Context: an optimization exercise on an open-source flow, tuned for small area, a short achievable clock period and few clock cycles per item. The choices shown serve that exercise and are no tape-out recipe. The RTL was checked by simulation tests, not by an equivalence proof against the original design.

==> trial 56 <==
==> flow/design.v (excerpt) <==
module dsp_core (
	input logic clk,
	input logic reset,
	input logic tick,
	input dsp_pkg::sample_t sample_in,
	input dsp_pkg::command_t command,
	output dsp_pkg::sample_t sample_out,
	output logic ready,
	output dsp_pkg::block_count_t n_blocks_running,
	output logic [31 : 0] commits_accepted
);
clock: 10.0 ns
lec_check: 0
cap_margin: 20
core_margin: 2
core_utilization: 40
setup_slack_margin: 5
slew_margin: 20
run.sh (not shown) runs the stock make flow with config.mk's settings and CLKGATE_MAP_FILE= SYNTH_SCRIPT=/design/flow/synth_recipe.tcl, a recipe that flattens the netlist after the stock synthesis.
==> trial 55 (differences from trial 56) <==
--- a/flow/design.v
+++ b/flow/design.v
@@ -918,43 +918,35 @@
 	logic signed [15 : 0] coef1 [16];
 	logic signed [15 : 0] ch [16];
 	logic busy;
 	logic tick_q;
 	logic [3 : 0] cur;
 	logic [4 : 0] nxt;
 	logic [23 : 0] ins_q;
-	logic [3 : 0] a_addr, b_addr, dest;
-	logic breg;
-	logic s1_valid, stall, adv, last, go_idle;
-	logic signed [15 : 0] a_val, b_val;
-	logic [31 : 0] px, py;
-	logic [23 : 0] instr0;
 	logic s2_v;
-	logic [31 : 0] s2_px, s2_py;
+	logic signed [31 : 0] s2_prod;
 	logic [3 : 0] s2_dest;
 	logic [4 : 0] s2_sh;
 	logic s2_satd;
 	logic s2_creg;
 	logic [3 : 0] s2_caddr;
-	logic [3 : 0] s2_blk;
-	logic s3_v;
-	logic [15 : 0] s3_qlo;
-	logic s3_hi_zero, s3_hi_m1, s3_hi_p1, s3_hi_m2, s3_neg;
-	logic [3 : 0] s3_dest;
-	logic s3_satd;
-	logic s3_creg;
-	logic [3 : 0] s3_caddr;
-	logic [3 : 0] s3_blk;
+	logic signed [15 : 0] s2_cconst;
+	logic [3 : 0] a_addr, b_addr, c_addr, dest;
+	logic breg;
+	logic s1_valid, stall, adv, last, go_idle;
+	logic signed [15 : 0] a_val, b_val;
+	logic [31 : 0] px, py;
+	logic [23 : 0] instr0;
 	assign a_addr = ins_q[3 : 0];
 	assign b_addr = ins_q[7 : 4];
+	assign c_addr = ins_q[11 : 8];
 	assign dest = ins_q[15 : 12];
 	assign breg = ins_q[21];
 	assign s1_valid = busy || (tick && n_blocks_running != '0);
 	assign stall = (s2_v && (a_addr == s2_dest || (!breg && b_addr == s2_dest)))
-		|| (s3_v && (a_addr == s3_dest || (!breg && b_addr == s3_dest)))
 		|| (tick && (a_addr == 4'd1 || (!breg && b_addr == 4'd1)));
 	assign adv = s1_valid && !stall;
 	assign last = nxt == n_blocks_running;
 	assign go_idle = reset || (adv && last) || !s1_valid;
 	assign a_val = ch[a_addr];
 	assign b_val = breg ? coef0[cur] : ch[b_addr];
 	assign instr0 = (command.instr_write && command.block_target == 4'd0)
@@ -971,85 +963,51 @@
 		end
 	end
 	always_ff @(posedge clk) begin
 		if (reset) begin
 			busy <= 1'b0;
 			tick_q <= 1'b0;
 			s2_v <= 1'b0;
-			s3_v <= 1'b0;
 		end else begin
 			tick_q <= tick;
 			s2_v <= adv;
-			s3_v <= s2_v;
 			busy <= s1_valid && !(adv && last);
 		end
 	end
 	booth_mul16 mul (
 		.a(a_val),
 		.b(b_val),
 		.x(px),
 		.y(py)
 	);
 	always_ff @(posedge clk) begin
-		s2_px <= px;
-		s2_py <= py;
+		s2_prod <= px + py;
 		s2_dest <= dest;
 		s2_sh <= ins_q[20 : 16];
 		s2_satd <= ins_q[23];
 		s2_creg <= ins_q[22];
-		s2_caddr <= ins_q[11 : 8];
-		s2_blk <= cur;
-	end
-	logic signed [31 : 0] prod;
-	logic [15 : 0] p_hi;
-	logic [15 : 0] m_hi;
-	logic [15 : 0] m_bit;
-	logic [15 : 0] m_above;
-	assign prod = s2_px + s2_py;
-	assign p_hi = prod[31 : 16];
-	always_comb begin
-		for (int k = 0; k < 16; k++) begin
-			m_hi[k] = k >= 32'(s2_sh) || k == 15;
-			m_bit[k] = k == 32'(s2_sh) && k != 15;
-		end
-	end
-	assign m_above = m_hi & ~m_bit;
-	always_ff @(posedge clk) begin
-		s3_qlo <= 16'(prod >>> s2_sh);
-		s3_hi_zero <= (p_hi & m_hi) == '0;
-		s3_hi_m1 <= (p_hi | ~m_hi) == '1;
-		s3_hi_p1 <= (p_hi & m_bit) != '0 && (p_hi & m_above) == '0;
-		s3_hi_m2 <= m_bit != '0 && (p_hi & m_bit) == '0 && (p_hi | ~m_above) == '1;
-		s3_neg <= prod[31];
-		s3_dest <= s2_dest;
-		s3_satd <= s2_satd;
-		s3_creg <= s2_creg;
-		s3_caddr <= s2_caddr;
-		s3_blk <= s2_blk;
+		s2_caddr <= c_addr;
+		s2_cconst <= coef1[cur];
 	end
 	logic signed [15 : 0] c_val;
-	logic [16 : 0] s_lo;
-	logic d_up, d_down;
-	logic h_zero, h_m1, in_range, neg;
+	logic signed [31 : 0] shifted;
+	logic signed [31 : 0] sum;
 	logic signed [15 : 0] res;
-	assign c_val = s3_creg ? coef1[s3_blk] : ch[s3_caddr];
-	assign s_lo = {1'b0, s3_qlo} + {1'b0, c_val};
-	assign d_up = s_lo[16] && !c_val[15];
-	assign d_down = !s_lo[16] && c_val[15];
-	assign h_zero = d_up ? s3_hi_m1 : d_down ? s3_hi_p1 : s3_hi_zero;
-	assign h_m1 = d_up ? s3_hi_m2 : d_down ? s3_hi_zero : s3_hi_m1;
-	assign in_range = s_lo[15] ? h_m1 : h_zero;
-	assign neg = s3_neg ? !(s3_hi_m1 && d_up) : (s3_hi_zero && d_down);
+	assign c_val = s2_creg ? s2_cconst : ch[s2_caddr];
+	assign shifted = s2_prod >>> s2_sh;
+	assign sum = shifted + 32'(c_val);
 	always_comb begin
-		if (s3_satd || in_range)
-			res = s_lo[15 : 0];
-		else if (neg)
+		if (s2_satd)
+			res = sum[15 : 0];
+		else if (!sum[31] && sum[30 : 15] != '0)
+			res = 16'sh7fff;
+		else if (sum[31] && sum[30 : 15] != '1)
 			res = 16'sh8000;
 		else
-			res = 16'sh7fff;
+			res = sum[15 : 0];
 	end
 	logic [3 : 0] tgt;
 	logic [15 : 0] reg_wdata;
 	logic [15 : 0] res_wdata;
 	logic [15 : 0] ch1_wdata;
 	assign tgt = command.block_target;
 	assign reg_wdata = reset ? 16'd0 : command.reg_val;
@@ -1066,31 +1024,31 @@
 			if (reset || (command.reg_write && command.reg_target && tgt == 4'(k)))
 				coef1[k] <= reg_wdata;
 		end
 	end
 	always_ff @(posedge clk) begin
 		for (int k = 0; k < 16; k++) begin
 			if (k == 1) begin
-				if (reset || tick || (s3_v && s3_dest == 4'(k)))
+				if (reset || tick || (s2_v && s2_dest == 4'(k)))
 					ch[k] <= ch1_wdata;
 			end else begin
-				if (reset || (s3_v && s3_dest == 4'(k)))
+				if (reset || (s2_v && s2_dest == 4'(k)))
 					ch[k] <= res_wdata;
 			end
 		end
 	end
 	always_ff @(posedge clk) begin
 		if (reset) begin
 			sample_out <= '0;
 			commits_accepted <= '0;
 			n_blocks_running <= '0;
 		end else begin
 			if (tick) begin
-				sample_out <= (s3_v && s3_dest == 4'd0) ? res : ch[0];
+				sample_out <= (s2_v && s2_dest == 4'd0) ? res : ch[0];
 				commits_accepted <= commits_accepted + 32'(n_blocks_running);
 			end
 			if (command.instr_write && {1'b0, tgt} >= n_blocks_running)
 				n_blocks_running <= {1'b0, tgt} + 5'd1;
 		end
 	end
-	assign ready = !busy && !s2_v && !tick_q;
+	assign ready = !busy && !tick_q;
 endmodule
==> flow/config.mk (replaced) <==
export PLATFORM = sky130hd
export DESIGN_NAME = dsp_core
export DESIGN_NICKNAME = dsp_core
export VERILOG_FILES = /design/flow/design.v
export SDC_FILE = /design/flow/constraint.sdc
export NUM_CORES = 4
export LEC_CHECK = 0
export CAP_MARGIN = 20
export CORE_MARGIN = 2
export CORE_UTILIZATION = 40
export SETUP_SLACK_MARGIN = 4
export SLEW_MARGIN = 20
==> comparison table <==
| metric | trial 56 | trial 55 |
|---|---|---|
| Synthesized instance count | 4675 | 4638 |
| Postcts setup bufs | 226 | 247 |
| Synth Area in Compound Gates | 14.6% | 14.9% |
| Layout fillers | 13300 | 13300 |
| Multi-input combinational area share | 32.0% | 33.1% |
| Height of the chip | 402 um | 400 um |
| Last element of the critical path | s2_py[14] | s2_prod[24] |
| Run status | no timing/DRC/antenna violations | no timing/DRC/antenna violations |
| Final Util | 49.5% | 49.0% |
| Met2 demand-to-capacity share in global routing | 40.1% | 41.0% |
| Sequential cell area in the final layout | 39100 um2 | 38000 um2 |
| Share of post-route cells with drive strength above 1 | 24.9% | 24.4% |
| Maximum number of pins on one net before global-route repair | 63 | 69 |
| Area fraction of the dominant cell type after synthesis | 55.8% | 56.2% |
| Total standard cell area after synthesis | 63300 um2 | 62900 um2 |
| Count of vias placed by the detailed router | 45900 | 45300 |
| Worst slew slack as a fraction of its limit | 21.7% | 15.7% |
Testbench counts of trial 56, summed over its fixed seeds: cycles 32,277, samples 2,048.
Testbench counts of trial 55, summed over its fixed seeds: cycles 26,197, samples 2,048.

==> afterwards: timing with drivers on the ports <==
Ports are ideal in the flow. The routed layouts listed here were re-timed in OpenROAD. Step 1 assumes that a clkbuf_16 drives the clock port and a buf_2 every other input. Step 2, shift: input delay + t, output delay - t, t = (earliest + latest rising clock arrival at the registers) / 2. This alone moves slack from input paths to output paths. a / b / c = no drivers / after step 1 / after step 2; a / b = the first two.
run | t, ns | slack for setup (ns) | hold WS [ns]
trial 56 | 0.865 | 4.591 / 4.591 / 4.304 | 0.325 / 0.325 / 0.325
trial 55 | 0.873 | 2.746 / 2.746 / 2.746 | 0.341 / 0.341 / 0.341
After both steps setup and hold are still met in every run listed. The setup slack of trial 56, which loses most, moves by 0.000 ns with the drivers and by -0.287 ns with both steps.
